Context: an optimization exercise on an open-source flow, tuned for small area, a short achievable clock period and few clock cycles. The choices shown serve that exercise and are no tape-out recipe.
Where RTL was checked, it was by simulation tests only, not by an equivalence proof against the original.
For run 6, only the layout was checked, not whether the RTL still works.
Power and IR drop assume default switching activity.

### design/flow/config.mk
export PLATFORM = sky130hd
export DESIGN_NAME = link_framer_top
export DESIGN_NICKNAME = link_framer_top
export VERILOG_FILES = /design/flow/design.v
export SDC_FILE = /design/flow/constraint.sdc
export NUM_CORES = 4
export LEC_CHECK = 0
export CAP_MARGIN = 20
export CORE_AREA = 3 3 61 61
export CTS_BUF_LIST = sky130_fd_sc_hd__clkbuf_1
export DIE_AREA = 0 0 64 64
export SLEW_MARGIN = 20
export SYNTH_HIERARCHICAL = 1
export SYNTH_MINIMUM_KEEP_SIZE = 0
### design/flow/constraint.sdc
create_clock -name core_clock -period 4.5 [get_ports {aclk}]
set_input_delay 0.9000 -clock core_clock [delete_from_list [all_inputs] [get_ports {aclk}]]
set_output_delay 0.9000 -clock core_clock [all_outputs]
set_load 0.01 [all_outputs]
### design/flow/design.v
`default_nettype none
package framing_pkg;
  localparam logic [7:0] start_byte  = 8'h7D;
  localparam logic [7:0] stop_byte   = 8'h7E;
  localparam logic [7:0] escape_byte = 8'h7F;
endpackage
`default_nettype wire
`timescale 1ns/1ps
`default_nettype none
import framing_pkg::*;
module lf_nand2 (input logic a, b, output logic y);
  assign y = !(a && b);
endmodule
module lf_nor2 (input logic a, b, output logic y);
  assign y = !(a || b);
endmodule
module lf_and2 (input logic a, b, output logic y);
  assign y = a && b;
endmodule
module lf_or2 (input logic a, b, output logic y);
  assign y = a || b;
endmodule
module lf_or2b (input logic a, bn, output logic y);
  assign y = a || !bn;
endmodule
module lf_nor2b (input logic a, bn, output logic y);
  assign y = !(a || !bn);
endmodule
module lf_nand4 (input logic a, b, c, d, output logic y);
  assign y = !(a && b && c && d);
endmodule
module lf_nand4b (input logic an, b, c, d, output logic y);
  assign y = !(!an && b && c && d);
endmodule
module lf_a21oi (input logic a1, a2, b1, output logic y);
  assign y = !((a1 && a2) || b1);
endmodule
module lf_o21ai (input logic a1, a2, b1, output logic y);
  assign y = !((a1 || a2) && b1);
endmodule
module lf_next (
  input  logic body,
  input  logic b,
  input  logic at_start,
  input  logic tvalid,
  input  logic tready,
  input  logic tlast,
  input  logic hi_n,
  input  logic esc1_n,
  input  logic esc0_n,
  output logic body_d,
  output logic b_d
);
  logic rv;
  logic esc;
  assign rv  = tready && tvalid;
  assign esc = !((esc1_n && esc0_n) || hi_n);
  assign body_d = (at_start && rv) || (body && !(rv && tlast && !esc));
  assign b_d    = body ? (b ? !(rv && esc) : rv) : (b ? !tready : rv);
endmodule
module link_framer_top (
  input  logic       aclk,
  input  logic       aresetn,
  input  logic       in_tvalid,
  output logic       in_tready,
  input  logic [7:0] in_tdata,
  input  logic       in_tlast,
  output logic       out_tvalid,
  input  logic       out_tready,
  output logic [7:0] out_tdata,
  output logic       out_tlast
);
  logic body;
  logic b;
  logic body_d;
  logic b_d;
  logic fresh;
  logic at_stop;
  logic at_start;
  lf_and2   u_fresh (.a(body), .b(b), .y(fresh));
  lf_nor2b  u_stop  (.a(body), .bn(b), .y(at_stop));
  lf_nor2   u_start (.a(body), .b(b), .y(at_start));
  logic hi_n;      
  logic esc1_n;    
  logic esc0_n;    
  logic keep1_n;   
  logic keep0_n;   
  logic esc;       
  logic go_n;      
  lf_nand4  u_hi    (.a(in_tdata[6]), .b(in_tdata[5]), .c(in_tdata[4]), .d(in_tdata[3]), .y(hi_n));
  lf_nand4b u_esc1  (.an(in_tdata[7]), .b(in_tdata[2]), .c(in_tdata[0]), .d(fresh), .y(esc1_n));
  lf_nand4b u_esc0  (.an(in_tdata[7]), .b(in_tdata[2]), .c(in_tdata[1]), .d(fresh), .y(esc0_n));
  lf_a21oi  u_keep1 (.a1(body), .a2(in_tdata[1]), .b1(at_stop), .y(keep1_n));
  lf_a21oi  u_keep0 (.a1(body), .a2(in_tdata[0]), .b1(at_start), .y(keep0_n));
  lf_o21ai  u_out1  (.a1(hi_n), .a2(esc1_n), .b1(keep1_n), .y(out_tdata[1]));
  lf_o21ai  u_out0  (.a1(hi_n), .a2(esc0_n), .b1(keep0_n), .y(out_tdata[0]));
  lf_a21oi  u_esc   (.a1(esc1_n), .a2(esc0_n), .b1(hi_n), .y(esc));
  lf_nand2  u_go    (.a(out_tready), .b(body), .y(go_n));
  lf_nor2   u_rdy   (.a(go_n), .b(esc), .y(in_tready));
  lf_and2   u_out7  (.a(body), .b(in_tdata[7]), .y(out_tdata[7]));
  for (genvar k = 2; k < 7; k++) begin : g_hi
    lf_or2b u_outk  (.a(in_tdata[k]), .bn(body), .y(out_tdata[k]));
  end
  lf_or2    u_valid (.a(in_tvalid), .b(at_stop), .y(out_tvalid));
  assign out_tlast = at_stop;
  lf_next u_next (
    .body     (body),
    .b        (b),
    .at_start (at_start),
    .tvalid   (in_tvalid),
    .tready   (out_tready),
    .tlast    (in_tlast),
    .hi_n     (hi_n),
    .esc1_n   (esc1_n),
    .esc0_n   (esc0_n),
    .body_d   (body_d),
    .b_d      (b_d)
  );
  always_ff @(posedge aclk or negedge aresetn) begin
    if (!aresetn) begin
      body <= 1'b0;
      b    <= 1'b0;
    end else begin
      body <= body_d;
      b    <= b_d;
    end
  end
endmodule
`default_nettype wire
### design/flow/flow/run.sh
#!/bin/bash
# The standard layout (the standard.sh) with extra ORFS settings:
# BUFFER_PORTS_ARGS="-buffer_cell sky130_fd_sc_hd__buf_1" ABC_LOAD_IN_FF=3 CTS_ARGS='-buf_list sky130_fd_sc_hd__clkbuf_1 -root_buf sky130_fd_sc_hd__clkbuf_1 -wire_unit 200'
# make's full output goes to standard.log; each ORFS step keeps its own log under orfs/logs.
set -euo pipefail
bash standard.sh BUFFER_PORTS_ARGS="-buffer_cell sky130_fd_sc_hd__buf_1" ABC_LOAD_IN_FF=3 CTS_ARGS='-buf_list sky130_fd_sc_hd__clkbuf_1 -root_buf sky130_fd_sc_hd__clkbuf_1 -wire_unit 200' finish > standard.log 2>&1
### design/flow/standard.sh
#!/bin/bash
# synth_recipe.tcl (not shown) runs the flow's synth.tcl, then flattens the netlist and writes it again
# the make line also repeats each setting of config.mk as NAME=value (left out here)
make -C /OpenROAD-flow-scripts/flow DESIGN_CONFIG=/design/flow/config.mk WORK_HOME=/design/flow/orfs CLKGATE_MAP_FILE= SYNTH_SCRIPT=/design/flow/synth_recipe.tcl "${@:-finish}"
==> summary.txt, run 1 <==
IO Count=24; remaining global-route overflow=0; setup ws final=approximately 2.0 ns; cell row count=20; buffer cell driving the clock tree root=sky130_fd_sc_hd__clkbuf_1; Clock H-tree levels=1; Worst Path Arrival=between 1.5 and 2 ns; Final Routed Wirelength=between 800 and 900 um; final worst path period need=2.47 ns; CTS-repair resized insts=0; vias post-DR=approximately 300; Least-Margin Pin Slew=roughly 0.39 ns; most instantiated library cell after synthesis=sky130_fd_sc_hd__nand2b_1; detailed-router iteration count before antenna repair=3; DRC violation total after the first TritonRoute iteration=26; total routing usage reported by global routing=0.0450; count of buffers added by post-CTS timing repair for setup=0; die width=roughly 64 um; power per cell area=roughly 470 nW/um^2; placed cells=96; highest-utilization routing layer at the global route stage=met1; # hold bufs at CTS=0; result of the run=finished clean; FF+latch count, synth=2; Max Fanout on Critical Path=3; main area contributors after synthesis=sky130_fd_sc_hd__dfrtp_1 (24%), sky130_fd_sc_hd__nand2b_1 (15%), sky130_fd_sc_hd__a21oi_1 (9.5%); async set or reset register ratio after synthesis=1.00; Total Power=0.000170 W; final worst clock skew=0.00663 ns; setup slack, reg-to-reg=2.99 ns; Finished Layout Cells=~100; post-synth design cell area=approximately 210 sq um; met1 routing resource usage after global routing=0.0539; RSZ-0062 raised after global routing=false; Max Clk Rate=about 400 MHz; Top FF cell, synth=sky130_fd_sc_hd__dfrtp_1; met3 usage=0.0475; Synth Area per Inst=between 7 and 8 sq um; initial cell density of the core=0.0672; final setup TNS=0 ns; number of clock sinks seen by CTS=2; vias in the first global route=about 270; antenna violations before repair=0; number of standard cells after synthesis=29; die area=approximately 4100 sq um; first-pass GRT wire length=1300 um; met2 track demand over resource in global routing=0.0465; Diodes inserted=0; Inserted Clock Buffers=3; DP Worst Slack=2.04 ns; core region area=3130 sq um; Required @ worst endpoint=3.60 ns; maximum root-to-sink buffer count=2; leakage power total=between 0.1 and 0.15 nW; endpoint type of the worst setup path=output port; warnings from Yosys=7; clock transition at the register clock pins on the worst setup and hold paths after CTS=approximately 0.06 ns; register area=between 50 and 60 sq um; type of the worst min-delay path=in2async; number of input and output port buffers inserted=23; largest area contributor in the netlist=sky130_fd_sc_hd__dfrtp_1; clock tree from TritonCTS=built; fillers=roughly 360; Post-synth EDFFs=0; die height=~64 um; wire per inst=8.21 um; via count normalized by instance count=3.11; weighted congestion at the end of routability-driven global placement=between 0.6 and 0.7; Yosys cell types=15; Worst VDD drop=0.0867 mV; Detail Route Antenna Nets=0; Max transition margin=0.740; type of the worst setup path=in2out; commonest cells in the synthesized netlist=sky130_fd_sc_hd__nand2b_1 (5), sky130_fd_sc_hd__a21oi_1 (4), sky130_fd_sc_hd__o21ai_1 (3); maximum number of pins on one net before global-route repair=15; area occupied by multi-input gates=156 sq um; area growth from synthesis to final layout=72.6%; total nets after synthesis=42; setup violation total in the final timing report=0; Max Slew Vio Count=0; total of max-cap violations=0; sequential area share after synthesis=0.238; fraction of post-synthesis cell area in the top cell type by area=0.238; share of final-layout standard cells stronger than drive strength 1=0; drt drc=0; source-to-sink clock delay at the later pin of the worst-skew pair=0.21 ns; final hold viol count=0; fin nets=70; Tcrit/Tclk final=0.548; end-of-flow core utilization=0.116; critical path startpoint category=input port
==> final cells by class <==
cell class | count | area share
multi-input combinational | 26 | 0.431
clock buffer | 3 | 0.0310
sequential | 2 | 0.138
tap | 44 | 0.152
inverter | 1 | 0.0103
timing repair buffer | 23 | 0.238
==> layer usage <==
layer | wire length, um | share of wire
met5 | 0 | 0
met4 | 0 | 0
met3 | 183 | 0.23
met2 | 241 | 0.30
met1 | 388 | 0.48
==> critical path, stage by stage <==
cell and delay [ns]:
sky130_fd_sc_hd__buf_1 0.09, sky130_fd_sc_hd__nand4b_1 0.22, sky130_fd_sc_hd__a21oi_1 0.18, sky130_fd_sc_hd__nor2_1 0.07
sky130_fd_sc_hd__buf_1 0.12
==> power by group <==
group	leakage [nW]	switching [W]	internal [W]
sequential	0.0237	0.0000204	0.0000268
clock	0.00354	0.0000108	0.0000109
combinational	0.0744	0.0000594	0.0000419
==> Yosys stat by module (local to each module, per instance), a selection <==
module           times used  cells  flops+latches
link_framer_top           1      2              2
lf_next                   1      7              0
lf_nand4b                 2      1              0
lf_nor2b                  1      1              0
lf_nand4                  1      1              0
lf_and2                   2      1              0
lf_or2b                   5      1              0
lf_o21ai                  2      1              0
lf_nor2                   2      1              0
lf_nand2                  1      1              0
==> cell usage in the layout, fill, tap and decap left out <==
master	instances
sky130_fd_sc_hd__a21o_1	1
sky130_fd_sc_hd__a21oi_1	4
sky130_fd_sc_hd__a31oi_1	1
sky130_fd_sc_hd__a32o_1	1
sky130_fd_sc_hd__and2_1	2
sky130_fd_sc_hd__buf_1	23
sky130_fd_sc_hd__clkbuf_1	3
sky130_fd_sc_hd__dfrtp_1	2
sky130_fd_sc_hd__inv_1	1
sky130_fd_sc_hd__nand2_1	1
sky130_fd_sc_hd__nand2b_1	5
sky130_fd_sc_hd__nand4_1	2
sky130_fd_sc_hd__nand4b_1	2
sky130_fd_sc_hd__nor2_1	2
sky130_fd_sc_hd__nor2b_1	1
sky130_fd_sc_hd__o21ai_1	3
sky130_fd_sc_hd__or2_1	1
==> state kept, by name, indices dropped and copies added, names as in the netlist <==
name and flops:
b 1, body 1
==> through the flow <==
| stage | area [sq um] | hold slack [ns] |
|---|---|---|
| 6_report | 363 | 0.466 |
| 5_1_grt | 363 | 0.413 |
| 4_1_cts | 363 | 0.432 |
| 3_5_place_dp | 352 | 0.536 |
| 2_1_floorplan | 210 | 0.486 |
| 3_3_place_gp | 352 | 0.526 |
==> cell families after synthesis <==
group,Yosys count,share of synthesized area
compound gates,10,0.280
flops,2,0.238
simple gates,16,0.464
buf+inv,1,0.0178
==> final timing paths <==
path                                  end  cells after the start            from
max                             in_tready                      5     in_tdata[7]
min                        body$_DFF_PN0_                      1         aresetn
max reg2reg                   b$_DFF_PN0_                      5  body$_DFF_PN0_
min reg2reg                   b$_DFF_PN0_                      1     b$_DFF_PN0_
max in group asynchronous     b$_DFF_PN0_                      1         aresetn
min in group core_clock       b$_DFF_PN0_                      1     b$_DFF_PN0_
Testbench counts, summed over its fixed seeds: cycles 80,218.
==> inputs of run 2 (changes only) <==
==> design/flow/flow/run.sh (replaced) <==
#!/bin/bash
# The standard layout (the standard.sh) with extra ORFS settings:
# BUFFER_PORTS_ARGS="-buffer_cell sky130_fd_sc_hd__buf_1" ABC_LOAD_IN_FF=3 SETUP_MOVE_SEQUENCE=sizeup,swap,clone
# make's full output goes to standard.log; each ORFS step keeps its own log under orfs/logs.
set -euo pipefail
bash standard.sh BUFFER_PORTS_ARGS="-buffer_cell sky130_fd_sc_hd__buf_1" ABC_LOAD_IN_FF=3 SETUP_MOVE_SEQUENCE=sizeup,swap,clone finish > standard.log 2>&1
--- a/design/flow/config.mk
+++ b/design/flow/config.mk
@@ -9,6 +9,7 @@
 export CORE_AREA = 3 3 61 61
 export CTS_BUF_LIST = sky130_fd_sc_hd__clkbuf_1
 export DIE_AREA = 0 0 64 64
+export SETUP_SLACK_MARGIN = 2.3
 export SLEW_MARGIN = 20
 export SYNTH_HIERARCHICAL = 1
 export SYNTH_MINIMUM_KEEP_SIZE = 0
==> run 2 against run 1 <==
Against the previous run:
- synthesized cell count stayed put
- critical path depth is the same
- critical path type unchanged
- total power increased by 3.4%
- count of clock-buffer cells in the layout unchanged
- first-iteration DRC count fell by 7.7%
- combinational power grew 7%
- clock skew decreased by 0.0054 ns
- utilization rose by 0.88 points
==> summary.txt, run 2 <==
source-to-sink clock delay at the later pin of the worst-skew pair=0.20 ns (was 0.21 ns); final setup TNS=0 ns (unchanged); detailed-router iteration count before antenna repair=3 (unchanged); total of max-cap violations=0 (unchanged); total routing usage reported by global routing=0.0398 (was 0.0450); final worst clock skew=0.00127 ns (was 0.00663 ns); buffer cell driving the clock tree root=sky130_fd_sc_hd__clkbuf_1 (unchanged); Max Fanout on Critical Path=3 (unchanged); antenna violations before repair=0 (unchanged); switching share of total power=0.502 (was 0.532); endpoint type of the worst setup path=output port (unchanged); clock group share of total power=0.115 (was 0.127); number of clock sinks seen by CTS=2 (unchanged); Detail Route Antenna Nets=0 (unchanged); largest area contributor in the netlist=sky130_fd_sc_hd__dfrtp_1 (unchanged); Final Routed Wirelength=808 um (was 813 um); complex-gate fraction of the synthesized area=0.280 (unchanged); main area contributors after synthesis=sky130_fd_sc_hd__dfrtp_1 (24%), sky130_fd_sc_hd__nand2b_1 (15%), sky130_fd_sc_hd__a21oi_1 (9.5%) (unchanged); vias in the first global route=279 (was 269); critical path startpoint category=input port (unchanged); core region area=3130 sq um (unchanged); Synth Area per Inst=7.25 sq um (unchanged); multiplexer share of the synthesized area=0 (unchanged); setup slack, reg-to-reg=3.10 ns (was 2.99 ns); Worst VDD drop=0.0558 mV (was 0.0867 mV); number of input and output port buffers inserted=23 (unchanged); via count normalized by instance count=3.14 (was 3.11); RSZ-0062 raised after global routing=true (was false); main combinational cell family by area after synthesis=simple AND/OR/NAND/NOR gates (unchanged); area growth from synthesis to final layout=85.7% (was 72.6%); remaining global-route overflow=0 (unchanged); sequential power share=0.272 (was 0.278); share of final-layout standard cells stronger than drive strength 1=0.164 (was 0); warnings from Yosys=7 (unchanged); Inserted Clock Buffers=3 (unchanged); Top FF cell, synth=sky130_fd_sc_hd__dfrtp_1 (unchanged); cell row count=20 (unchanged); wire per inst=8.16 um (was 8.21 um); DPL Wire Length=695 um; vias post-DR=311 (was 308); FF+latch count, synth=2 (unchanged); total nets after synthesis=42 (unchanged); DRC violation total after the first TritonRoute iteration=24 (was 26); fraction of post-synthesis cell area in the top cell type by area=0.238 (unchanged); portion of total power attributed to combinational logic=0.613 (was 0.595); Regs by FF count=b: 1 flops, body: 1 flops (unchanged); async set or reset register ratio after synthesis=1.00 (unchanged); fin nets=70 (unchanged); first-pass GRT wire length=1200 um (was 1300 um); Diodes inserted=0 (unchanged); die width=64 um (unchanged); setup violation total in the final timing report=0 (unchanged); Tcrit/Tclk final=0.545 (was 0.548); commonest cells in the synthesized netlist=sky130_fd_sc_hd__nand2b_1 (5), sky130_fd_sc_hd__a21oi_1 (4), sky130_fd_sc_hd__o21ai_1 (3) (unchanged); Max Slew Vio Count=0 (unchanged); most common library cell in the layout ignoring fill and taps=sky130_fd_sc_hd__buf_1 (unchanged); die area=4100 sq um (unchanged); die height=64 um (unchanged); # hold bufs at CTS=0 (unchanged); weighted congestion at the end of routability-driven global placement=0.649 (was 0.669); xor-xnor portion of the synthesized cell area=0 (unchanged); sequential area share after synthesis=0.238 (unchanged); Post-synth EDFFs=0 (unchanged); Required @ worst endpoint=3.60 ns (about the same); Max Clk Rate=408 MHz (was 405 MHz); switching power total=0.0000883 W (was 0.0000905 W); setup ws final=2.05 ns (was 2.03 ns); synthesized-area fraction occupied by and/or/nand/nor cells=0.464 (unchanged); post-synthesis adder-cell area fraction=0 (unchanged); final worst path period need=2.45 ns (was 2.47 ns); Cell Int Power=0.0000876 W (was 0.0000796 W); maximum number of pins on one net before global-route repair=15 (unchanged); clock tree from TritonCTS=built (unchanged); maximum root-to-sink buffer count=2 (unchanged); initial cell density of the core=0.0672 (unchanged); power per cell area=451 nW/um^2 (was 469 nW/um^2); Total Power=0.000176 W (was 0.000170 W); DP Worst Slack=2.06 ns (was 2.04 ns); number of standard cells after synthesis=29 (unchanged); Max transition margin=0.853 (was 0.740); Worst Path Arrival=1.55 ns (was 1.57 ns); Hold Slack=0.486 ns (was 0.466 ns); IO Count=24 (unchanged); leading cell types in the layout, fill and taps excluded=sky130_fd_sc_hd__buf_1 (15), sky130_fd_sc_hd__nand2b_1 (5), sky130_fd_sc_hd__buf_2 (5), sky130_fd_sc_hd__a21oi_1 (4) (was sky130_fd_sc_hd__buf_1 (23), sky130_fd_sc_hd__nand2b_1 (5), sky130_fd_sc_hd__a21oi_1 (4), sky130_fd_sc_hd__o21ai_1 (3), sky130_fd_sc_hd__clkbuf_1 (3)); Yosys cell types=15 (unchanged); drt drc=0 (unchanged); leakage power total=0.128 nW (was 0.102 nW); type of the worst min-delay path=in2async (unchanged); Least-Margin Pin Slew=0.220 ns (was 0.390 ns); final hold viol count=0 (unchanged); clock transition at the register clock pins on the worst setup and hold paths after CTS=0.05 ns (was 0.06 ns); result of the run=finished clean (unchanged); Clock H-tree levels=1 (unchanged); most instantiated library cell after synthesis=sky130_fd_sc_hd__nand2b_1 (unchanged); post-synth design cell area=210 sq um (unchanged); type of the worst setup path=in2out (unchanged)
## run 2: cell counts after synthesis
Identical to the previous run, type by type.
## run 2: power by group through the flow
stage / Clock, W / Sequential, W / Combinational (W)
floorplan: 0 / 0.0000419 / 0.0000652
global placement: 0 / 0.0000468 / 0.000103
detailed placement: 0 / 0.0000475 / 0.000103
CTS: 0.0000232 / 0.0000473 / 0.000109
global route: 0.0000241 / 0.0000527 / 0.000121
finish: 0.0000202 / 0.0000479 / 0.000108
## run 2: area by class of cell
cell class | instances | area, sq um
Fill cell | 375 | 2740
Multi-Input combinational cell | 26 | 156
Timing Repair Buffer | 23 | 113
Tap cell | 44 | 55.1
Sequential cell | 2 | 51.3
Clock buffer | 3 | 11.3
Inverter | 1 | 3.75
## run 2: cell families after synthesis
kind of cell | after synthesis
AND/OR/NAND/NOR | 16
AO/OA/AOI/OAI | 10
flip-flops | 2
buffers and inverters | 1
## run 2: layer usage
layer | global-route usage | wire, um
met4 | 0.0243 | 0
met1 | 0.0537 | 377
met2 | 0.0374 | 256
met5 | 0 | 0
met3 | 0.0351 | 174
## run 2: repair_timing
item | 4_1_cts | 5_1_grt
pin swaps | 5 | 6
buffers inserted | 0 | 0
endpoints found under the setup margin | 5 | 6
resized for setup | 9 | 4
## run 2: Yosys stat by module (local to each module, per instance)
module / cells inside / copies in the design
lf_and2: 1 / 2
lf_next: 7 / 1
lf_nor2: 1 / 2
lf_a21oi: 1 / 3
lf_or2: 1 / 1
lf_nand4: 1 / 1
lf_o21ai: 1 / 2
lf_nor2b: 1 / 1
lf_or2b: 1 / 5
link_framer_top: 2 / 1
lf_nand4b: 1 / 2
lf_nand2: 1 / 1
## run 2: critical path, stage by stage
cell and delay [ns]:
sky130_fd_sc_hd__buf_6 0.09, sky130_fd_sc_hd__nand4b_1 0.20, sky130_fd_sc_hd__a21oi_1 0.17, sky130_fd_sc_hd__nor2_1 0.05
sky130_fd_sc_hd__buf_2 0.13
## run 2: stage by stage
stage / util / area (sq um) / std cells
after floorplan: - / 210 / 29
after global placement: 0.112 / 352 / 96
after detailed placement: 0.112 / 352 / 96
after CTS: 0.122 / 380 / 99
after global routing: 0.125 / 390 / 99
final: 0.125 / 390 / 99
## run 2: path summary, 6_finish.rpt
check | start | to | cells past startpoint
setup / recovery | in_tdata[7] | in_tready | 5
setup reg to reg | body$_DFF_PN0_ | body$_DFF_PN0_ | 5
hold reg to reg | b$_DFF_PN0_ | b$_DFF_PN0_ | 1
min in group core_clock | b$_DFF_PN0_ | b$_DFF_PN0_ | 1
max in group asynchronous | aresetn | body$_DFF_PN0_ | 1
hold / removal | aresetn | body$_DFF_PN0_ | 1
==> inputs of run 3 (changes only) <==
==> design/flow/run.sh (new file) <==
#!/bin/bash
# synth_recipe.tcl (not shown) runs the flow's synth.tcl, then flattens the netlist and writes it again
# the make line also repeats each setting of config.mk as NAME=value (left out here)
make -C /OpenROAD-flow-scripts/flow DESIGN_CONFIG=/design/flow/config.mk WORK_HOME=/design/flow/orfs CLKGATE_MAP_FILE= SYNTH_SCRIPT=/design/flow/synth_recipe.tcl finish
--- a/design/flow/config.mk
+++ b/design/flow/config.mk
@@ -9,7 +9,6 @@
 export CORE_AREA = 3 3 61 61
 export CTS_BUF_LIST = sky130_fd_sc_hd__clkbuf_1
 export DIE_AREA = 0 0 64 64
-export SETUP_SLACK_MARGIN = 2.3
 export SLEW_MARGIN = 20
 export SYNTH_HIERARCHICAL = 1
 export SYNTH_MINIMUM_KEEP_SIZE = 0
removed: design/flow/flow/run.sh
removed: design/flow/standard.sh
==> run 3 against run 2 <==
Against the previous run:
- register-to-register slack got worse by 0.21 ns
- utilization increased by 4.3 points
- clock skew increased by 0.0016 ns
- critical path type unchanged
- largest power group unchanged
- hold slack improved by 0.069 ns
- final cell count unchanged
- first-iteration DRC count decreased by 67%
- total power increased by 36%
==> summary.txt, run 3 <==
result of the run=finished clean (unchanged); total routing usage reported by global routing=0.0501 (was 0.0398); async set or reset register ratio after synthesis=1.00 (unchanged); die height=64 um (unchanged); remaining global-route overflow=0 (unchanged); Max Clk Rate=310 MHz (was 408 MHz); Required @ worst endpoint=3.60 ns (about the same); delay contributed by the slowest stage of the critical path=0.55 ns (was 0.20 ns); Max Slew Vio Count=0 (unchanged); Inserted Clock Buffers=3 (unchanged); most common library cell in the layout ignoring fill and taps=sky130_fd_sc_hd__clkdlybuf4s50_1 (was sky130_fd_sc_hd__buf_1); most common cell type on the critical path=sky130_fd_sc_hd__clkdlybuf4s50_1; portion of total power attributed to combinational logic=0.697 (was 0.613); Post-synth EDFFs=0 (unchanged); fraction of post-synthesis cell area in the top cell type by area=0.219 (was 0.238); antenna violations before repair=0 (unchanged); final non-filler cell area=526 sq um (was 390 sq um); sequential area share after synthesis=0.219 (was 0.238); number of input and output port buffers inserted=23 (unchanged); count of buffers added by post-CTS timing repair for setup=0 (unchanged); Max Fanout on Critical Path=3 (unchanged); Detail Route Antenna Nets=0 (unchanged); leading cell types in the layout, fill and taps excluded=sky130_fd_sc_hd__clkdlybuf4s50_1 (23), sky130_fd_sc_hd__nand2b_1 (5), sky130_fd_sc_hd__a21oi_2 (3), sky130_fd_sc_hd__o21ai_1 (3), sky130_fd_sc_hd__clkbuf_1 (3) (was sky130_fd_sc_hd__buf_1 (15), sky130_fd_sc_hd__nand2b_1 (5), sky130_fd_sc_hd__buf_2 (5), sky130_fd_sc_hd__a21oi_1 (4)); critical path startpoint category=input port (unchanged); Critical Path Start=in_tdata[2] (was in_tdata[7]); number of standard cells after synthesis=29 (unchanged); total of max-cap violations=0 (unchanged); Top FF cell, synth=sky130_fd_sc_hd__dfrtp_1 (unchanged); final worst clock skew=0.00283 ns (was 0.00127 ns); Reg2Reg Capture Point=b$_DFF_PN0_ (was body$_DFF_PN0_); xor-xnor portion of the synthesized cell area=0 (unchanged); fin nets=70 (unchanged); initial cell density of the core=0.0732 (was 0.0672); Final Routed Wirelength=956 um (was 808 um); number of clock sinks seen by CTS=2 (unchanged); sequence of cells on the critical path=clkdlybuf4s50_1 > nand4b_1 > o21ai_1 > clkdlybuf4s50_1 (was buf_6 > nand4b_1 > a21oi_1 > nor2_1 > buf_2); multiplexer share of the synthesized area=0 (unchanged); total nets after synthesis=42 (unchanged); via count normalized by instance count=3.39 (was 3.14); Clock H-tree levels=1 (unchanged); post-synthesis adder-cell area fraction=0 (unchanged); Synth Area per Inst=7.90 sq um (was 7.25 sq um); clock transition at the register clock pins on the worst setup and hold paths after CTS=0.06 ns (was 0.05 ns); Tcrit/Tclk final=0.717 (was 0.545); Post-Place Cell Area=514 sq um (was 352 sq um); setup violation total in the final timing report=0 (unchanged); wire per inst=9.66 um (was 8.16 um); CTS-repair resized insts=0 (was 9); area growth from synthesis to final layout=130% (was 85.7%); Worst Path Arrival=2.33 ns (was 1.55 ns); master of the slowest instance on the critical path=sky130_fd_sc_hd__clkdlybuf4s50_1 (was sky130_fd_sc_hd__nand4b_1); # hold bufs at CTS=0 (unchanged); switching share of total power=0.421 (was 0.502); vias post-DR=336 (was 311); weighted congestion at the end of routability-driven global placement=0.726 (was 0.649); drt drc=0 (unchanged); DPL Wire Length=801 um (was 695 um); clock group share of total power=0.090 (was 0.115); buffer cell driving the clock tree root=sky130_fd_sc_hd__clkbuf_1 (unchanged); type of the worst setup path=in2out (unchanged); share of final-layout standard cells stronger than drive strength 1=0.0727 (was 0.164); Least-Margin Pin Slew=0.479 ns (was 0.220 ns); final hold viol count=0 (unchanged); Regs by FF count=b: 1 flops, body: 1 flops (unchanged); detailed-router iteration count before antenna repair=4 (was 3); maximum number of pins on one net before global-route repair=15 (unchanged); main combinational cell family by area after synthesis=simple AND/OR/NAND/NOR gates (unchanged); largest area contributor in the netlist=sky130_fd_sc_hd__dfrtp_1 (unchanged); Total Power=0.000240 W (was 0.000176 W); source-to-sink clock delay at the later pin of the worst-skew pair=0.21 ns (was 0.20 ns); die width=64 um (unchanged); final setup TNS=0 ns (unchanged); first-pass GRT wire length=1550 um (was 1200 um); Diodes inserted=0 (unchanged); maximum root-to-sink buffer count=2 (unchanged); Worst Reg-to-Reg Cells=5 (unchanged); IO Count=24 (unchanged); type of the worst min-delay path=reg2reg (was in2async); RSZ-0062 raised after global routing=false (was true); main area contributors after synthesis=sky130_fd_sc_hd__dfrtp_1 (22%), sky130_fd_sc_hd__nand2b_1 (14%), sky130_fd_sc_hd__a21oi_2 (11%) (was sky130_fd_sc_hd__dfrtp_1 (24%), sky130_fd_sc_hd__nand2b_1 (15%), sky130_fd_sc_hd__a21oi_1 (9.5%)); synthesized-area fraction occupied by and/or/nand/nor cells=0.459 (was 0.464); die area=4100 sq um (unchanged); vias in the first global route=346 (was 279); setup ws final=1.27 ns (was 2.05 ns); core region area=3130 sq um (unchanged); Worst VDD drop=0.144 mV (was 0.0558 mV); Yosys cell types=16 (was 15); setup slack, reg-to-reg=2.89 ns (was 3.10 ns); clock tree from TritonCTS=built (unchanged); Cell Int Power=0.000139 W (was 0.0000876 W); complex-gate fraction of the synthesized area=0.306 (was 0.280); DRC violation total after the first TritonRoute iteration=8 (was 24); endpoint type of the worst setup path=output port (unchanged); DP Worst Slack=1.29 ns (was 2.06 ns); sequential power share=0.213 (was 0.272); post-synth design cell area=229 sq um (was 210 sq um); endpoint of the most critical setup path=out_tdata[1] (was in_tready); power per cell area=456 nW/um^2 (was 451 nW/um^2); switching power total=0.000101 W (was 0.0000883 W); commonest cells in the synthesized netlist=sky130_fd_sc_hd__nand2b_1 (5), sky130_fd_sc_hd__a21oi_2 (3), sky130_fd_sc_hd__o21ai_1 (3) (was sky130_fd_sc_hd__nand2b_1 (5), sky130_fd_sc_hd__a21oi_1 (4), sky130_fd_sc_hd__o21ai_1 (3)); leakage power total=0.172 nW (was 0.128 nW); most instantiated library cell after synthesis=sky130_fd_sc_hd__nand2b_1 (unchanged); reg-to-reg startpoint=body$_DFF_PN0_ (unchanged); final worst path period need=3.23 ns (was 2.45 ns); Max transition margin=0.681 (was 0.853); FF+latch count, synth=2 (unchanged); warnings from Yosys=7 (unchanged); cell row count=20 (unchanged)
run 3: cell count changes after synthesis:
cell / before / now
sky130_fd_sc_hd__a21oi_2: 0 / 3
sky130_fd_sc_hd__nor2b_4: 0 / 1
sky130_fd_sc_hd__a21oi_1: 4 / 1
sky130_fd_sc_hd__nor2b_1: 1 / 0
run 3: per-module statistics from Yosys, one instance, submodules excluded, a selection:
| module | flops+latches | copies in the design | area [sq um] | cells |
|---|---|---|---|---|
| lf_nor2b | 0 | 1 | 13.8 | 1 |
| lf_nor2 | 0 | 2 | 3.75 | 1 |
| lf_nand4b | 0 | 2 | 8.76 | 1 |
| lf_next | 0 | 1 | 43.8 | 7 |
| lf_a21oi | 0 | 3 | 8.76 | 1 |
| lf_nand2 | 0 | 1 | 3.75 | 1 |
| lf_or2 | 0 | 1 | 6.26 | 1 |
run 3: cell type report:
class	count	area, sq um
Clock buffer	3	11.3
Fill cell	350	2600
Inverter	1	3.75
Multi-Input combinational cell	26	175
Sequential cell	2	50.0
Tap cell	44	55.1
Timing Repair Buffer	23	230
run 3: worst max-delay path: cells and delay by family:
family / cells / cell delay [ns]
AO/OA/AOI/OAI: 1 / 0.19
buffers and inverters: 2 / 1.05
AND/OR/NAND/NOR: 1 / 0.18
run 3: cell families after synthesis:
kind of cell / count (synthesis)
AOI/OAI and AO/OA: 10
buffers and inverters: 1
DFF: 2
and+or+nand+nor: 16
run 3: routing by layer:
layer,global-route usage,share of wire,vias to the layer above
met3,0.0158,0.12,0
met1,0.0643,0.46,150
met2,0.0710,0.41,26
li1,-,-,160
met4,0.0323,0,0
met5,0,0,-
run 3: per-stage QoR:
stage / utilization / std cells / hold slack (ns)
3_3_place_gp: 0.164 / 96 / 0.522
6_report: 0.168 / 99 / 0.554
4_1_cts: 0.168 / 99 / 0.558
5_1_grt: 0.168 / 99 / 0.614
3_5_place_dp: 0.164 / 96 / 0.547
2_1_floorplan: - / 29 / 0.494
run 3: worst min-delay path by stage:
| stage | cells past startpoint | endpoint | slack (ns) | startpoint |
|---|---|---|---|---|
| 6_report | 1 | b$_DFF_PN0_ | 0.55 | b$_DFF_PN0_ |
| 5_1_grt | 1 | b$_DFF_PN0_ | 0.61 | b$_DFF_PN0_ |
| 4_1_cts | 1 | b$_DFF_PN0_ | 0.56 | b$_DFF_PN0_ |
| 3_5_place_dp | 1 | b$_DFF_PN0_ | 0.55 | b$_DFF_PN0_ |
| 3_3_place_gp | 1 | b$_DFF_PN0_ | 0.52 | b$_DFF_PN0_ |
| 2_1_floorplan | 1 | b$_DFF_PN0_ | 0.49 | b$_DFF_PN0_ |
run 3: power groups by stage:
stage | Clock (W) | Sequential, W | Combinational [W]
finish | 0.0000216 | 0.0000511 | 0.000167
global route | 0.0000243 | 0.0000557 | 0.000179
CTS | 0.0000241 | 0.0000518 | 0.000169
detailed placement | 0 | 0.0000521 | 0.000168
global placement | 0 | 0.0000499 | 0.000166
floorplan | 0 | 0.0000462 | 0.0000748
==> inputs of run 4 (changes only) <==
--- a/design/flow/config.mk
+++ b/design/flow/config.mk
@@ -9,6 +9,7 @@
 export CORE_AREA = 3 3 61 61
 export CTS_BUF_LIST = sky130_fd_sc_hd__clkbuf_1
 export DIE_AREA = 0 0 64 64
+export SETUP_SLACK_MARGIN = 2.0
 export SLEW_MARGIN = 20
 export SYNTH_HIERARCHICAL = 1
 export SYNTH_MINIMUM_KEEP_SIZE = 0
==> run 4 against run 3 <==
Against the previous run:
- still clean on timing, DRC and antenna
- wire length up 7.2%
- synthesized cell count stayed put
- combinational power shrank 13%
- critical path depth rose by 1
- utilization decreased by 0.76 points
- sequential share of layout area increased by 0.70 points
- worst setup slack better by 0.72 ns
- count of clock-buffer cells in the layout unchanged
- die area unchanged
- first-iteration DRC count increased to 3.9 times the previous value
- critical path type unchanged
- critical endpoint unchanged
- largest cell class unchanged
==> summary.txt, run 4 <==
result of the run=finished clean (unchanged); Clock H-tree levels=1 (unchanged); area growth from synthesis to final layout=119% (was 130%); maximum root-to-sink buffer count=2 (unchanged); via count normalized by instance count=3.43 (was 3.39); source-to-sink clock delay at the later pin of the worst-skew pair=0.21 ns (about the same); type of the worst min-delay path=reg2reg (unchanged); die height=64 um (unchanged); final worst path period need=2.51 ns (was 3.23 ns); clock transition at the register clock pins on the worst setup and hold paths after CTS=0.06 ns (about the same); first-pass GRT wire length=1660 um (was 1550 um); initial cell density of the core=0.0732 (unchanged); core region area=3130 sq um (unchanged); final hold viol count=0 (unchanged); buffer cell driving the clock tree root=sky130_fd_sc_hd__clkbuf_1 (unchanged); largest area contributor in the netlist=sky130_fd_sc_hd__dfrtp_1 (unchanged); Max Slew Vio Count=0 (unchanged); IO Count=24 (unchanged); Top FF cell, synth=sky130_fd_sc_hd__dfrtp_1 (unchanged); antenna violations before repair=0 (unchanged); clock tree from TritonCTS=built (unchanged); Diodes inserted=0 (unchanged); maximum number of pins on one net before global-route repair=15 (unchanged); Synth Area per Inst=7.90 sq um (unchanged); Worst Path Arrival=1.61 ns (was 2.33 ns); RSZ-0062 raised after global routing=true (was false); type of the worst setup path=in2out (unchanged); commonest cells in the synthesized netlist=sky130_fd_sc_hd__nand2b_1 (5), sky130_fd_sc_hd__a21oi_2 (3), sky130_fd_sc_hd__o21ai_1 (3) (unchanged); die width=64 um (unchanged); Least-Margin Pin Slew=0.268 ns (was 0.479 ns); Inserted Clock Buffers=3 (unchanged); detailed-router iteration count before antenna repair=4 (unchanged); drt drc=0 (unchanged); fillers=355 (was 350); Post-synth EDFFs=0 (unchanged); Tcrit/Tclk final=0.558 (was 0.717); register area=51.3 sq um (was 50.0 sq um); final setup TNS=0 ns (unchanged); leakage power total=0.195 nW (was 0.172 nW); DP Worst Slack=1.29 ns (unchanged); setup ws final=1.99 ns (was 1.27 ns); die area=4100 sq um (unchanged); power per cell area=435 nW/um^2 (was 456 nW/um^2); Max Clk Rate=398 MHz (was 310 MHz); sequence of cells on the critical path=buf_6 > nand4b_1 > buf_4 > o21ai_2 > buf_2 (was clkdlybuf4s50_1 > nand4b_1 > o21ai_1 > clkdlybuf4s50_1); async set or reset register ratio after synthesis=1.00 (unchanged); number of clock sinks seen by CTS=2 (unchanged); sequential area share after synthesis=0.219 (unchanged); Max transition margin=0.821 (was 0.681); critical path startpoint category=input port (unchanged); final worst clock skew=0.00284 ns (was 0.00283 ns); setup violation total in the final timing report=0 (unchanged); total of max-cap violations=0 (unchanged); FF+latch count, synth=2 (unchanged); Regs by FF count=b: 1 flops, body: 1 flops (unchanged); number of input and output port buffers inserted=23 (unchanged); vias in the first global route=372 (was 346); endpoint type of the worst setup path=output port (unchanged); wire per inst=9.95 um (was 9.66 um); total routing usage reported by global routing=0.0534 (was 0.0501); number of standard cells after synthesis=29 (unchanged); vias post-DR=353 (was 336); Max Fanout on Critical Path=3 (unchanged); Detail Route Antenna Nets=0 (unchanged); weighted congestion at the end of routability-driven global placement=0.726 (unchanged); warnings from Yosys=7 (unchanged); main area contributors after synthesis=sky130_fd_sc_hd__dfrtp_1 (22%), sky130_fd_sc_hd__nand2b_1 (14%), sky130_fd_sc_hd__a21oi_2 (11%) (unchanged); Worst VDD drop=0.145 mV (was 0.144 mV); delay contributed by the slowest stage of the critical path=0.21 ns (was 0.55 ns); DPL Wire Length=801 um (unchanged); most common library cell in the layout ignoring fill and taps=sky130_fd_sc_hd__buf_2 (was sky130_fd_sc_hd__clkdlybuf4s50_1); area occupied by multi-input gates=183 sq um (was 175 sq um); remaining global-route overflow=0 (unchanged); total nets after synthesis=42 (unchanged); Yosys cell types=16 (unchanged); cell row count=20 (unchanged); master of the slowest instance on the critical path=sky130_fd_sc_hd__nand4b_1 (was sky130_fd_sc_hd__clkdlybuf4s50_1); fraction of post-synthesis cell area in the top cell type by area=0.219 (unchanged); most instantiated library cell after synthesis=sky130_fd_sc_hd__nand2b_1 (unchanged); DRC violation total after the first TritonRoute iteration=31 (was 8); share of final-layout standard cells stronger than drive strength 1=0.390 (was 0.0727); leading cell types in the layout, fill and taps excluded=sky130_fd_sc_hd__buf_2 (11), sky130_fd_sc_hd__dlygate4sd2_1 (7), sky130_fd_sc_hd__nand2b_1 (5), sky130_fd_sc_hd__buf_4 (4) (was sky130_fd_sc_hd__clkdlybuf4s50_1 (23), sky130_fd_sc_hd__nand2b_1 (5), sky130_fd_sc_hd__a21oi_2 (3), sky130_fd_sc_hd__o21ai_1 (3), sky130_fd_sc_hd__clkbuf_1 (3)); Required @ worst endpoint=3.60 ns (about the same); post-synth design cell area=229 sq um (unchanged); fin nets=74 (was 70); Final Routed Wirelength=1030 um (was 956 um)
## run 4: per-module statistics from Yosys (local to each module, per instance), excerpt
module	copies in the design	flip-flops and latches
link_framer_top	1	2
lf_or2b	5	0
lf_nand4	1	0
lf_and2	2	0
lf_nor2	2	0
lf_next	1	0
lf_nand2	1	0
lf_o21ai	2	0
lf_a21oi	3	0
## run 4: metrics by stage
step | area [sq um] | total power, W | hold WS [ns] | utilization | std cells
4_1_cts | 503 | 0.000220 | 0.558 | 0.161 | 103
2_1_floorplan | 229 | 0.000121 | 0.494 | - | 29
3_5_place_dp | 514 | 0.000220 | 0.547 | 0.164 | 96
6_report | 502 | 0.000218 | 0.553 | 0.160 | 103
5_1_grt | 502 | 0.000238 | 0.614 | 0.160 | 103
3_3_place_gp | 514 | 0.000216 | 0.522 | 0.164 | 96
## run 4: layout make-up
cell class	instances	area share
Inverter	1	0.00748
Tap cell	44	0.110
Timing Repair Buffer	27	0.394
Sequential cell	2	0.102
Multi-Input combinational cell	26	0.364
Clock buffer	3	0.0224
## run 4: power by group
group | switching, W | internal [W] | total, W
sequential | 0.0000244 | 0.0000278 | 0.0000522
clock | 0.0000107 | 0.0000109 | 0.0000216
combinational | 0.0000691 | 0.0000756 | 0.000145
total | 0.000104 | 0.000114 | 0.000218
## run 4: worst paths after layout
check,slack (ns),from,cells after the start,end
worst max register to register,2.91,body$_DFF_PN0_,6,b$_DFF_PN0_
min in group asynchronous,0.86,aresetn,1,b$_DFF_PN0_
worst min-delay path,0.55,b$_DFF_PN0_,1,b$_DFF_PN0_
worst max-delay path,1.99,in_tdata[7],5,out_tdata[1]
worst min register to register,0.55,b$_DFF_PN0_,1,b$_DFF_PN0_
max in group asynchronous,3.50,aresetn,1,body$_DFF_PN0_
## run 4: cells by family (layout without fill, tap and decap cells)
family | after synthesis | after routing | share of synthesized area
AO/OA/AOI/OAI | 10 | 10 | 0.306
buffers and inverters | 1 | 31 | 0.0164
AND/OR/NAND/NOR | 16 | 16 | 0.459
flip-flops | 2 | 2 | 0.219
## run 4: layer usage
layer,vias to the layer above,track usage,routed length (um)
met4,0,0.0323,0
met5,-,0,0
met3,0,0.0158,111
met2,23,0.0800,450
li1,168,-,-
met1,162,0.0664,463
## run 4: critical path: cells and delay by family
family / cells / cell delay, ns
simple gates: 1 / 0.21
buf+inv: 3 / 0.41
compound gates: 1 / 0.10
## run 4: timing repair
| item | in CTS | in global routing |
|---|---|---|
| endpoints found under the hold margin | 0 | 0 |
| setup endpoints to repair | 10 | 3 |
| pin swaps | 6 | 1 |
| buffers inserted | 4 | 0 |
| resized for setup | 58 | 3 |
| hold buffers | 0 | 0 |
| gates cloned | 0 | 0 |
==> inputs of run 5 (changes only) <==
==> design/flow/flow/run.sh (new file) <==
#!/bin/bash
# The standard layout (the standard.sh) with extra ORFS settings:
# BUFFER_PORTS_ARGS="-buffer_cell sky130_fd_sc_hd__buf_1" ABC_LOAD_IN_FF=3
# make's full output goes to standard.log; each ORFS step keeps its own log under orfs/logs.
set -euo pipefail
bash standard.sh BUFFER_PORTS_ARGS="-buffer_cell sky130_fd_sc_hd__buf_1" ABC_LOAD_IN_FF=3 finish > standard.log 2>&1
==> design/flow/standard.sh (new file) <==
#!/bin/bash
# synth_recipe.tcl (not shown) runs the flow's synth.tcl, then flattens the netlist and writes it again
# the make line also repeats each setting of config.mk as NAME=value (left out here)
make -C /OpenROAD-flow-scripts/flow DESIGN_CONFIG=/design/flow/config.mk WORK_HOME=/design/flow/orfs CLKGATE_MAP_FILE= SYNTH_SCRIPT=/design/flow/synth_recipe.tcl "${@:-finish}"
--- a/design/flow/config.mk
+++ b/design/flow/config.mk
@@ -9,7 +9,6 @@
 export CORE_AREA = 3 3 61 61
 export CTS_BUF_LIST = sky130_fd_sc_hd__clkbuf_1
 export DIE_AREA = 0 0 64 64
-export SETUP_SLACK_MARGIN = 2.0
 export SLEW_MARGIN = 20
 export SYNTH_HIERARCHICAL = 1
 export SYNTH_MINIMUM_KEEP_SIZE = 0
removed: design/flow/run.sh
==> run 5 against run 4 <==
Against the previous run:
- still clean
- final area fell by 28%
- critical path depth unchanged
- final cell count shrank 3.9%
- register-to-register slack better by 0.08 ns
- global-route usage fell by 0.84 points
- utilization fell by 4.4 points
- synthesized area down 8.2%
- clock power about the same
- worst setup slack improved by 0.045 ns
- largest power group unchanged
==> summary.txt, run 5 <==
final non-filler cell area=363 sq um (was 502 sq um); drt drc=0 (unchanged); Cell Int Power=0.0000796 W (was 0.000114 W); Top FF cell, synth=sky130_fd_sc_hd__dfrtp_1 (unchanged); critical path startpoint category=input port (unchanged); fraction of post-synthesis cell area in the top cell type by area=0.238 (was 0.219); Post-Place Cell Area=352 sq um (was 514 sq um); total of max-cap violations=0 (unchanged); total routing usage reported by global routing=0.0450 (was 0.0534); post-synth design cell area=210 sq um (was 229 sq um); switching share of total power=0.532 (was 0.477); Inserted Clock Buffers=3 (unchanged); buffering stage count on the worst path with inverters included=2 (was 3); fin nets=70 (was 74); clock tree from TritonCTS=built (unchanged); Worst VDD drop=0.0867 mV (was 0.145 mV); core region area=3130 sq um (unchanged); Final Routed Wirelength=813 um (was 1030 um); maximum root-to-sink buffer count=2 (unchanged); Detail Route Antenna Nets=0 (unchanged); area growth from synthesis to final layout=72.6% (was 119%); switching power total=0.0000905 W (was 0.000104 W); warnings from Yosys=7 (unchanged); main area contributors after synthesis=sky130_fd_sc_hd__dfrtp_1 (24%), sky130_fd_sc_hd__nand2b_1 (15%), sky130_fd_sc_hd__a21oi_1 (9.5%) (was sky130_fd_sc_hd__dfrtp_1 (22%), sky130_fd_sc_hd__nand2b_1 (14%), sky130_fd_sc_hd__a21oi_2 (11%)); setup slack, reg-to-reg=2.99 ns (was 2.91 ns); number of clock sinks seen by CTS=2 (unchanged); number of input and output port buffers inserted=23 (unchanged); most common library cell in the layout ignoring fill and taps=sky130_fd_sc_hd__buf_1 (was sky130_fd_sc_hd__buf_2); Clock H-tree levels=1 (unchanged); Tcrit/Tclk final=0.548 (was 0.558); Yosys cell types=15 (was 16); post-synthesis adder-cell area fraction=0 (unchanged); weighted congestion at the end of routability-driven global placement=0.669 (was 0.726); vias in the first global route=269 (was 372); clock group share of total power=0.127 (was 0.099); Max Slew Vio Count=0 (unchanged); die width=64 um (unchanged); endpoint type of the worst setup path=output port (unchanged); sequence of cells on the critical path=buf_1 > nand4b_1 > a21oi_1 > nor2_1 > buf_1 (was buf_6 > nand4b_1 > buf_4 > o21ai_2 > buf_2); type of the worst min-delay path=in2async (was reg2reg); main combinational cell family by area after synthesis=simple AND/OR/NAND/NOR gates (unchanged); Regs by FF count=b: 1 flops, body: 1 flops (unchanged); synthesized-area fraction occupied by and/or/nand/nor cells=0.464 (was 0.459); leakage power total=0.102 nW (was 0.195 nW); maximum number of pins on one net before global-route repair=15 (unchanged); most instantiated library cell after synthesis=sky130_fd_sc_hd__nand2b_1 (unchanged); die area=4100 sq um (unchanged); Max transition margin=0.740 (was 0.821); first-pass GRT wire length=1300 um (was 1660 um); Diodes inserted=0 (unchanged); cell row count=20 (unchanged); final hold viol count=0 (unchanged); via count normalized by instance count=3.11 (was 3.43); final worst path period need=2.47 ns (was 2.51 ns); master of the slowest instance on the critical path=sky130_fd_sc_hd__nand4b_1 (unchanged); Synth Area per Inst=7.25 sq um (was 7.90 sq um); source-to-sink clock delay at the later pin of the worst-skew pair=0.21 ns (about the same); DRC violation total after the first TritonRoute iteration=26 (was 31); Least-Margin Pin Slew=0.390 ns (was 0.268 ns); final worst clock skew=0.00663 ns (was 0.00284 ns); share of final-layout standard cells stronger than drive strength 1=0 (was 0.390); CTS-repair resized insts=0 (was 58); vias post-DR=308 (was 353); Required @ worst endpoint=3.60 ns (about the same); leading cell types in the layout, fill and taps excluded=sky130_fd_sc_hd__buf_1 (23), sky130_fd_sc_hd__nand2b_1 (5), sky130_fd_sc_hd__a21oi_1 (4), sky130_fd_sc_hd__o21ai_1 (3), sky130_fd_sc_hd__clkbuf_1 (3) (was sky130_fd_sc_hd__buf_2 (11), sky130_fd_sc_hd__dlygate4sd2_1 (7), sky130_fd_sc_hd__nand2b_1 (5), sky130_fd_sc_hd__buf_4 (4)); number of standard cells after synthesis=29 (unchanged); xor-xnor portion of the synthesized cell area=0 (unchanged); multiplexer share of the synthesized area=0 (unchanged); buffer cell driving the clock tree root=sky130_fd_sc_hd__clkbuf_1 (unchanged); sequential area share after synthesis=0.238 (was 0.219); most common cell type on the critical path=sky130_fd_sc_hd__buf_1; FF+latch count, synth=2 (unchanged); count of buffers added by post-CTS timing repair for setup=0 (was 4); setup violation total in the final timing report=0 (unchanged); Max Clk Rate=405 MHz (was 398 MHz); Max Fanout on Critical Path=3 (unchanged); initial cell density of the core=0.0672 (was 0.0732); type of the worst setup path=in2out (unchanged); IO Count=24 (unchanged); antenna violations before repair=0 (unchanged); largest area contributor in the netlist=sky130_fd_sc_hd__dfrtp_1 (unchanged); Worst Path Arrival=1.57 ns (was 1.61 ns); portion of total power attributed to combinational logic=0.595 (was 0.662); result of the run=finished clean (unchanged); remaining global-route overflow=0 (unchanged); # hold bufs at CTS=0 (unchanged); Total Power=0.000170 W (was 0.000218 W); RSZ-0062 raised after global routing=false (was true); die height=64 um (unchanged); wire per inst=8.21 um (was 9.95 um); final setup TNS=0 ns (unchanged); power per cell area=469 nW/um^2 (was 435 nW/um^2); complex-gate fraction of the synthesized area=0.280 (was 0.306); delay contributed by the slowest stage of the critical path=0.22 ns (was 0.21 ns); detailed-router iteration count before antenna repair=3 (was 4); delay-heaviest family, CP=simple AND/OR/NAND/NOR gates (was buffers and inverters); async set or reset register ratio after synthesis=1.00 (unchanged); Post-synth EDFFs=0 (unchanged); clock transition at the register clock pins on the worst setup and hold paths after CTS=0.06 ns (about the same); sequential power share=0.278 (was 0.239); total nets after synthesis=42 (unchanged); commonest cells in the synthesized netlist=sky130_fd_sc_hd__nand2b_1 (5), sky130_fd_sc_hd__a21oi_1 (4), sky130_fd_sc_hd__o21ai_1 (3) (was sky130_fd_sc_hd__nand2b_1 (5), sky130_fd_sc_hd__a21oi_2 (3), sky130_fd_sc_hd__o21ai_1 (3))
run 5: power by group through the flow:
stage | clock network (W) | registers [W] | logic [W]
after floorplan | 0 | 0.0000419 | 0.0000652
after global placement | 0 | 0.0000471 | 0.000101
after detailed placement | 0 | 0.0000478 | 0.000101
after CTS | 0.0000249 | 0.0000475 | 0.000102
after global routing | 0.0000278 | 0.0000506 | 0.000114
final | 0.0000217 | 0.0000472 | 0.000101
run 5: area by class of cell:
class / count / area [sq um]
Inverter: 1 / 3.75
Tap cell: 44 / 55.1
Timing Repair Buffer: 23 / 86.3
Fill cell: 364 / 2770
Sequential cell: 2 / 50.0
Clock buffer: 3 / 11.3
Multi-Input combinational cell: 26 / 156
run 5: worst paths after layout:
check / cells after the start / from / end
worst max-delay path: 5 / in_tdata[7] / in_tready
worst min-delay path: 1 / aresetn / body$_DFF_PN0_
worst max register to register: 5 / body$_DFF_PN0_ / b$_DFF_PN0_
worst min register to register: 1 / b$_DFF_PN0_ / b$_DFF_PN0_
max in group asynchronous: 1 / aresetn / b$_DFF_PN0_
min in group core_clock: 1 / b$_DFF_PN0_ / b$_DFF_PN0_
run 5: modules after synthesis, one instance, submodules excluded:
module,flops+latches,area (sq um)
lf_nand4,0,6.26
lf_and2,0,6.26
lf_next,0,43.8
lf_a21oi,0,5.00
lf_nand4b,0,8.76
lf_or2b,0,6.26
lf_o21ai,0,5.00
lf_nor2,0,3.75
lf_or2,0,6.26
link_framer_top,2,50.0
lf_nor2b,0,6.26
lf_nand2,0,3.75
run 5: stage by stage:
stage	worst slack [ns]	utilization	cells	hold WS, ns
6_report	2.03	0.116	99	0.466
5_1_grt	1.88	0.116	99	0.413
4_1_cts	2.03	0.116	99	0.432
3_5_place_dp	2.04	0.112	96	0.536
3_3_place_gp	2.05	0.112	96	0.526
2_1_floorplan	2.28	-	29	0.486
run 5: cell families after synthesis:
kind of cell,count (synthesis)
simple gates,16
buf+inv,1
flops,2
compound gates,10
run 5: metal layers:
layer	up-vias	track usage	share of wire
li1	160	-	-
met1	124	0.0539	0.48
met2	24	0.0465	0.30
met3	0	0.0475	0.23
met4	0	0.0243	0
met5	-	0	0
==> inputs of run 6 (changes only) <==
--- a/design/flow/design.v
+++ b/design/flow/design.v
@@ -45,18 +45,12 @@
   input  logic tvalid,
   input  logic tready,
   input  logic tlast,
-  input  logic hi_n,
-  input  logic esc1_n,
-  input  logic esc0_n,
+  input  logic ready,
   output logic body_d,
   output logic b_d
 );
-  logic rv;
-  logic esc;
-  assign rv  = tready && tvalid;
-  assign esc = !((esc1_n && esc0_n) || hi_n);
-  assign body_d = (at_start && rv) || (body && !(rv && tlast && !esc));
-  assign b_d    = body ? (b ? !(rv && esc) : rv) : (b ? !tready : rv);
+  assign body_d = (at_start && tvalid && tready) || (body && !(tvalid && tlast && ready));
+  assign b_d    = b ? (!tready || (body && (!tvalid || ready))) : (tvalid && tready);
 endmodule
 module link_framer_top (
   input  logic       aclk,
@@ -110,9 +104,7 @@
     .tvalid   (in_tvalid),
     .tready   (out_tready),
     .tlast    (in_tlast),
-    .hi_n     (hi_n),
-    .esc1_n   (esc1_n),
-    .esc0_n   (esc0_n),
+    .ready    (in_tready),
     .body_d   (body_d),
     .b_d      (b_d)
   );
==> run 6 against run 5 <==
Against the previous run:
- maximum frequency decreased by 3.0%
- sequential power increased by 4%
- register-to-register slack got worse by 0.09 ns
- combinational power increased by 4%
- critical path depth unchanged
- count of clock-buffer cells in the layout unchanged
- highest routed layer unchanged
- final cell count decreased by 1.0%
- clock power decreased by 6%
- die area unchanged
- non-clock buffer count unchanged
==> summary.txt, run 6 <==
type of the worst min-delay path=in2async (unchanged); Reg2Reg Capture Point=body$_DFF_PN0_ (was b$_DFF_PN0_); setup slack, reg-to-reg=2.90 ns (was 2.99 ns); most common library cell in the layout ignoring fill and taps=sky130_fd_sc_hd__buf_1 (unchanged); buffer cell driving the clock tree root=sky130_fd_sc_hd__clkbuf_1 (unchanged); commonest cells in the synthesized netlist=sky130_fd_sc_hd__nand2b_1 (5), sky130_fd_sc_hd__a21oi_1 (4), sky130_fd_sc_hd__o21ai_1 (3) (unchanged); final setup TNS=0 ns (unchanged); most common cell type on the critical path=sky130_fd_sc_hd__buf_1 (unchanged); leakage power total=0.102 nW (about the same); fraction of post-synthesis cell area in the top cell type by area=0.248 (was 0.238); fin nets=69 (was 70); Worst Path Arrival=1.64 ns (was 1.57 ns); Max Fanout on Critical Path=3 (unchanged); Least-Margin Pin Slew=0.393 ns (was 0.390 ns); Required @ worst endpoint=3.60 ns (about the same); final worst clock skew=0.00229 ns (was 0.00663 ns); CTS-repair resized insts=0 (unchanged); total routing usage reported by global routing=0.0373 (was 0.0450); Final Routed Wirelength=778 um (was 813 um); clock group share of total power=0.117 (was 0.127); drt drc=0 (unchanged); Post-synth EDFFs=0 (unchanged); total nets after synthesis=41 (was 42); cell row count=20 (unchanged); die width=64 um (unchanged); final worst path period need=2.54 ns (was 2.47 ns); Cell Int Power=0.0000803 W (was 0.0000796 W); Inserted Clock Buffers=3 (unchanged); Max Clk Rate=393 MHz (was 405 MHz); source-to-sink clock delay at the later pin of the worst-skew pair=0.20 ns (was 0.21 ns); RSZ-0062 raised after global routing=false (unchanged); core region area=3130 sq um (unchanged); maximum root-to-sink buffer count=2 (unchanged); Detail Route Antenna Nets=0 (unchanged); leading cell types in the layout, fill and taps excluded=sky130_fd_sc_hd__buf_1 (23), sky130_fd_sc_hd__nand2b_1 (5), sky130_fd_sc_hd__a21oi_1 (4), sky130_fd_sc_hd__o21ai_1 (3), sky130_fd_sc_hd__clkbuf_1 (3) (unchanged); buffering stage count on the worst path with inverters included=2 (unchanged); result of the run=finished clean (unchanged); die height=64 um (unchanged); Finished Layout Cells=98 (was 99); Regs by FF count=b: 1 flops, body: 1 flops (unchanged); sequential power share=0.281 (was 0.278); Max transition margin=0.738 (was 0.740); endpoint type of the worst setup path=output port (unchanged); largest area contributor in the netlist=sky130_fd_sc_hd__dfrtp_1 (unchanged); sequential area share after synthesis=0.248 (was 0.238); antenna violations before repair=0 (unchanged); switching power total=0.0000944 W (was 0.0000905 W); post-synth design cell area=201 sq um (was 210 sq um); Worst Reg-to-Reg Cells=6 (was 5); initial cell density of the core=0.0644 (was 0.0672); IO Count=24 (unchanged); main area contributors after synthesis=sky130_fd_sc_hd__dfrtp_1 (25%), sky130_fd_sc_hd__nand2b_1 (16%), sky130_fd_sc_hd__a21oi_1 (9.9%) (was sky130_fd_sc_hd__dfrtp_1 (24%), sky130_fd_sc_hd__nand2b_1 (15%), sky130_fd_sc_hd__a21oi_1 (9.5%)); Worst VDD drop=0.136 mV (was 0.0867 mV); number of input and output port buffers inserted=23 (unchanged); Yosys cell types=15 (unchanged); vias post-DR=316 (was 308); wire per inst=7.94 um (was 8.21 um); count of buffers added by post-CTS timing repair for setup=0 (unchanged); total of max-cap violations=0 (unchanged); warnings from Yosys=7 (unchanged); weighted congestion at the end of routability-driven global placement=0.662 (was 0.669); die area=4100 sq um (unchanged); power per cell area=494 nW/um^2 (was 469 nW/um^2); clock transition at the register clock pins on the worst setup and hold paths after CTS=0.05 ns (was 0.06 ns); maximum number of pins on one net before global-route repair=15 (unchanged); first-pass GRT wire length=1180 um (was 1300 um); type of the worst setup path=in2out (unchanged); delay-heaviest family, CP=simple AND/OR/NAND/NOR gates (unchanged); vias in the first global route=282 (was 269); async set or reset register ratio after synthesis=1.00 (unchanged); most instantiated library cell after synthesis=sky130_fd_sc_hd__nand2b_1 (unchanged); clock tree from TritonCTS=built (unchanged); sequence of cells on the critical path=buf_1 > nand4b_1 > a21oi_1 > nor2_1 > buf_1 (unchanged); DRC violation total after the first TritonRoute iteration=27 (was 26); Diodes inserted=0 (unchanged); master of the slowest instance on the critical path=sky130_fd_sc_hd__nor2_1 (was sky130_fd_sc_hd__nand4b_1); final hold viol count=0 (unchanged); setup violation total in the final timing report=0 (unchanged); FF+latch count, synth=2 (unchanged); Max Slew Vio Count=0 (unchanged); placed cells=95 (was 96); reg-to-reg startpoint=body$_DFF_PN0_ (unchanged); Clock H-tree levels=1 (unchanged); remaining global-route overflow=0 (unchanged); area growth from synthesis to final layout=75.8% (was 72.6%); Synth Area per Inst=7.19 sq um (was 7.25 sq um); switching share of total power=0.540 (was 0.532); delay contributed by the slowest stage of the critical path=0.21 ns (was 0.22 ns); portion of total power attributed to combinational logic=0.603 (was 0.595); via count normalized by instance count=3.22 (was 3.11); detailed-router iteration count before antenna repair=4 (was 3); number of standard cells after synthesis=28 (was 29); Tcrit/Tclk final=0.566 (was 0.548); share of final-layout standard cells stronger than drive strength 1=0 (unchanged); # hold bufs at CTS=0 (unchanged); critical path startpoint category=input port (unchanged); Top FF cell, synth=sky130_fd_sc_hd__dfrtp_1 (unchanged); number of clock sinks seen by CTS=2 (unchanged)
==> run 6: cell type report <==
| class | instances | area (sq um) |
|---|---|---|
| Clock buffer | 3 | 11.3 |
| Multi-Input combinational cell | 25 | 148 |
| Fill cell | 382 | 2770 |
| Inverter | 1 | 3.75 |
| Sequential cell | 2 | 50.0 |
| Timing Repair Buffer | 23 | 86.3 |
| Tap cell | 44 | 55.1 |
==> run 6: power by group through the flow <==
stage	sequential, W	clock [W]	combinational, W
2_1_floorplan	0.0000430	0	0.0000664
3_3_place_gp	0.0000488	0	0.000105
3_5_place_dp	0.0000492	0	0.000105
4_1_cts	0.0000489	0.0000234	0.000105
5_1_grt	0.0000530	0.0000241	0.000116
6_report	0.0000490	0.0000204	0.000105
==> run 6: worst max path at each step <==
| stage | end | startpoint | cells after the start |
|---|---|---|---|
| floorplan | in_tready | in_tdata[7] | 3 |
| CTS | in_tready | in_tdata[7] | 5 |
| finish | in_tready | in_tdata[7] | 5 |
| global placement | in_tready | in_tdata[7] | 5 |
| global route | in_tready | body$_DFF_PN0_ | 5 |
| detailed placement | in_tready | in_tdata[7] | 5 |
==> run 6: per-module statistics from Yosys, one instance, submodules excluded <==
module | area [sq um] | times used | flops+latches
lf_nor2 | 3.75 | 2 | 0
lf_or2b | 6.26 | 5 | 0
lf_next | 35.0 | 1 | 0
lf_nand4 | 6.26 | 1 | 0
lf_or2 | 6.26 | 1 | 0
link_framer_top | 50.0 | 1 | 2
lf_nand4b | 8.76 | 2 | 0
lf_nand2 | 3.75 | 1 | 0
lf_and2 | 6.26 | 2 | 0
lf_nor2b | 6.26 | 1 | 0
lf_o21ai | 5.00 | 2 | 0
lf_a21oi | 5.00 | 3 | 0
==> run 6: metrics by stage <==
step	cell area [sq um]	power (W)	hold WS (ns)	worst slack (ns)	utilization
after floorplan	201	0.000109	0.486	2.29	-
after global placement	343	0.000153	0.531	1.98	0.110
after detailed placement	343	0.000154	0.544	1.97	0.110
after CTS	354	0.000178	0.437	1.96	0.113
after global routing	354	0.000193	0.438	1.85	0.113
final	354	0.000175	0.477	1.96	0.113
==> run 6: worst reg2reg max path: cells and delay by family (launching register included) <==
kind	cells	cell delay [ns]
simple gates	4	0.68
compound gates	2	0.31
flops	1	0.51
==> run 6: cell families after synthesis <==
group,synth area share
compound gates,0.255
simple gates,0.478
buf+inv,0.0186
flops,0.248
==> run 6: routing by layer <==
layer / share of wire / global-route usage / up-vias
met5: 0 / 0 / -
met4: 0 / 0.0243 / 0
met3: 0.19 / 0.0193 / 0
met2: 0.31 / 0.0361 / 24
met1: 0.50 / 0.0569 / 136
li1: - / - / 156

-- static timing again, ports no longer ideal --
The flow's constraints put no driver on any port. The routed layouts listed below were extracted and timed again, unchanged, in two steps. Step 1, drivers: a clkbuf_16 drives aclk and a buf_2 each remaining input, both assumed. Step 2 moves the port delays by t, midway between the first and last clock arrival at a register: inputs arrive t later, outputs are due t later. That takes back most of the time a late clock gives input paths. a / b / c = ideal / step 1 / step 2; a / b = the first two.
run | shift t [ns] | setup WS [ns] | latest minus earliest clock arrival (ns) | worst register clock-pin slew, ns
run 1 | 0.226 | 2.033 / 2.008 / 2.008 | 0.007 / 0.007 | 0.06 / 0.06
run 2 | 0.213 | 2.049 / 2.014 / 2.014 | 0.001 / 0.002 | 0.05 / 0.05
run 3 | 0.222 | 1.271 / 1.239 / 1.239 | 0.003 / 0.002 | 0.06 / 0.06
run 4 | 0.222 | 1.987 / 1.951 / 1.951 | 0.003 / 0.002 | 0.06 / 0.06
run 5 | 0.226 | 2.033 / 2.008 / 2.008 | 0.007 / 0.007 | 0.06 / 0.06
run 6 | 0.211 | 1.955 / 1.932 / 1.932 | 0.003 / 0.003 | 0.05 / 0.05
After both steps setup and hold are still met in every run listed. For run 4, which loses most, drivers alone change the setup slack by -0.036 ns; drivers and shift together by -0.036 ns.
